Source: an optimization exercise on an open RTL-to-GDS flow (aim: small area). Production flows keep margins and buffers that such runs may drop.
Function was checked by simulation only, so behaviour that the tests miss may differ from the original.
Power figures rest on the tool's default switching activity, not on a simulated workload.

== build 8 ==
## rv_regfile_mp
module rv_regfile_mp
#(
  parameter int  XLEN  = rv_regfile_pkg::XLEN_DEF,
  parameter int  NREGS = rv_regfile_pkg::NREGS_DEF,
  parameter int  NRD   = 2,
  localparam int AW    = $clog2(NREGS),
  localparam int CW    = rv_regfile_pkg::cnt_w(NREGS)
) (
  input  logic                clk,
  input  logic                rst,
  input  logic [NRD*AW-1:0]   rd_addr_i,
  output logic [NRD*XLEN-1:0] rd_data_o,
  output logic [NRD-1:0]      rd_busy_o,
  input  logic                claim_valid_i,
  input  logic [AW-1:0]       claim_addr_i,
  output logic                claim_ready_o,
  input  logic                wb_valid_i,
  input  logic [AW-1:0]       wb_addr_i,
  input  logic [XLEN-1:0]     wb_data_i,
  output logic [CW-1:0]       pending_cnt_o
);
  localparam int NG = (NREGS - 1) / 3;    
  logic [NREGS-1:0][XLEN-1:0] regs_q;     
  logic [NREGS-1:0][XLEN-1:0] regs_d;
  logic [NREGS-1:0]           valid_q;    
  logic [NREGS-1:0]           busy_q;     
  logic [NREGS-1:0]           busy;
  logic [NREGS-1:0]           we, we_n, cl;
  logic [CW-1:0]              cnt_q;
  logic                       wb_fire, claim_fire, inc, dec;
  assign busy = {busy_q[NREGS-1:1], 1'b0};
  assign wb_fire       = wb_valid_i && (wb_addr_i != '0);
  logic [NREGS-1:0] cdec;
  for (genvar r = 0; r < NREGS; r++) begin : g_cdec
    assign cdec[r] = (claim_addr_i == AW'(r)) && (r != 0);
  end
  assign claim_ready_o = claim_valid_i && !(|(cdec & busy));
  assign claim_fire    = claim_valid_i && (claim_addr_i != '0) && !(|(cdec & busy));
  assign inc = claim_fire;
  assign dec = |(we & busy);
  always_ff @(posedge clk or posedge rst) begin
    if (rst) begin
      cnt_q <= '0;
    end else if (inc && !dec) begin
      cnt_q <= cnt_q + 1'b1;
    end else if (dec && !inc) begin
      cnt_q <= cnt_q - 1'b1;
    end
  end
  assign pending_cnt_o = cnt_q;
  assign we[0]   = 1'b0;
  assign we_n[0] = 1'b1;
  assign cl[0]   = 1'b0;
  assign regs_d[0] = '0;
  for (genvar r = 1; r < NREGS; r++) begin : g_reg
    assign we[r]   = wb_valid_i && (wb_addr_i == AW'(r));
    assign we_n[r] = !we[r];
    assign cl[r]   = claim_fire && cdec[r];
    always_ff @(posedge clk or posedge rst) begin
      if (rst) begin
        valid_q[r] <= 1'b0;
        busy_q[r]  <= 1'b0;
      end else begin
        if (we[r]) valid_q[r] <= 1'b1;
  ...
For scale: about 3800 cells after synthesis.
Settings: LEC_CHECK=0, CAP_MARGIN=20, CORE_MARGIN=2, CORE_UTILIZATION=45, CTS_BUF_LIST=sky130_fd_sc_hd__clkbuf_8, CTS_CLUSTER_DIAMETER=100, CTS_CLUSTER_SIZE=16, SLEW_MARGIN=20, SYNTH_HIERARCHICAL=1; clock period 8.0 ns.
standard.sh (not shown) runs the stock make flow with config.mk's settings and CLKGATE_MAP_FILE= SYNTH_SCRIPT=/design/flow/synth_recipe.tcl, a recipe that flattens the netlist after the stock synthesis.
==> flow/flow/run.sh <==
#!/bin/bash
# Standard layout with two changes: ports are buffered with the smallest buffer
# (buf_1) and clock tree synthesis builds no dummy loads.
set -euo pipefail
bash standard.sh \
  "BUFFER_PORTS_ARGS=-buffer_cell sky130_fd_sc_hd__buf_1" \
  "CTS_ARGS=-sink_clustering_enable -repair_clock_nets -dont_use_dummy_load -buf_list sky130_fd_sc_hd__clkbuf_8 -sink_clustering_size 16 -sink_clustering_max_diameter 100" \
  finish > standard_flow.log 2>&1
What build 46 does differently from build 8 at the input level:
--- a/flow/flow/run.sh
+++ b/flow/flow/run.sh
@@ -7 +7 @@
-  "CTS_ARGS=-sink_clustering_enable -repair_clock_nets -dont_use_dummy_load -buf_list sky130_fd_sc_hd__clkbuf_8 -sink_clustering_size 16 -sink_clustering_max_diameter 100" \
+  "CTS_ARGS=-sink_clustering_enable -repair_clock_nets -dont_use_dummy_load -buf_list sky130_fd_sc_hd__clkbuf_16 -sink_clustering_size 25 -sink_clustering_max_diameter 100" \
--- a/flow/config.mk
+++ b/flow/config.mk
@@ -11 +11 @@
-export CTS_BUF_LIST = sky130_fd_sc_hd__clkbuf_8
+export CTS_BUF_LIST = sky130_fd_sc_hd__clkbuf_16
@@ -13 +13 @@
-export CTS_CLUSTER_SIZE = 16
+export CTS_CLUSTER_SIZE = 25
### Flow results
Compared with build 8, build 46 shows a post-route met1 wirelength that is 0.92% lower.
Re horizontal die dimension: no difference whatsoever between build 46 and build 8.
In build 46, number of clock buffers in the layout is lower than in build 8.
Compared build 8 against build 46; via count within noise.
Per the comparison of build 46 with build 8, power consumption now larger, design area now larger.
Setup changes, build 46 to build 65
--- a/flow/config.mk
+++ b/flow/config.mk
@@ -13,0 +14 @@
+export PLACE_DENSITY = 0.7
Results
Build 65 does better than build 46 on post-layout worst setup margin.
Utilization delta (build 46 -> build 65): insignificant
Build 65 — count of clock-buffer cells in the layout 2.0% lower, build 46 as reference
Re met1 layer usage reported by global route: build 46 was higher than build 65.

## what the ideal ports hide
No port has a modelled driver above. Below, the same layouts with a new extraction and two added sets of constraints. Step 1, drivers: a clkbuf_16 drives clk and a buf_2 each remaining input, both assumed. Step 2 moves the port delays by t, midway between the first and last clock arrival at a register: inputs arrive t later, outputs are due t later. That takes back most of the time a late clock gives input paths. Three values: no drivers, after step 1, after step 2; two values: the first two.
| run | t, ns | setup WS [ns] | worst hold slack (ns) | latest minus earliest clock arrival (ns) | pins driven straight from the clock port |
|---|---|---|---|---|---|
| build 8 | 0.825 | 1.131 / 1.072 / 1.072 | 0.485 / 0.485 / 0.485 | 0.080 / 0.080 | 1 |
| build 46 | 0.726 | 1.138 / 1.078 / 1.078 | 0.477 / 0.477 / 0.477 | 0.093 / 0.093 | 1 |
| build 65 | 0.710 | 1.152 / 1.099 / 1.099 | 0.495 / 0.495 / 0.495 | 0.076 / 0.077 | 1 |
After both steps setup and hold are still met in every run listed. The setup slack of build 46, which loses most, moves by -0.060 ns with the drivers and by -0.060 ns with both steps.
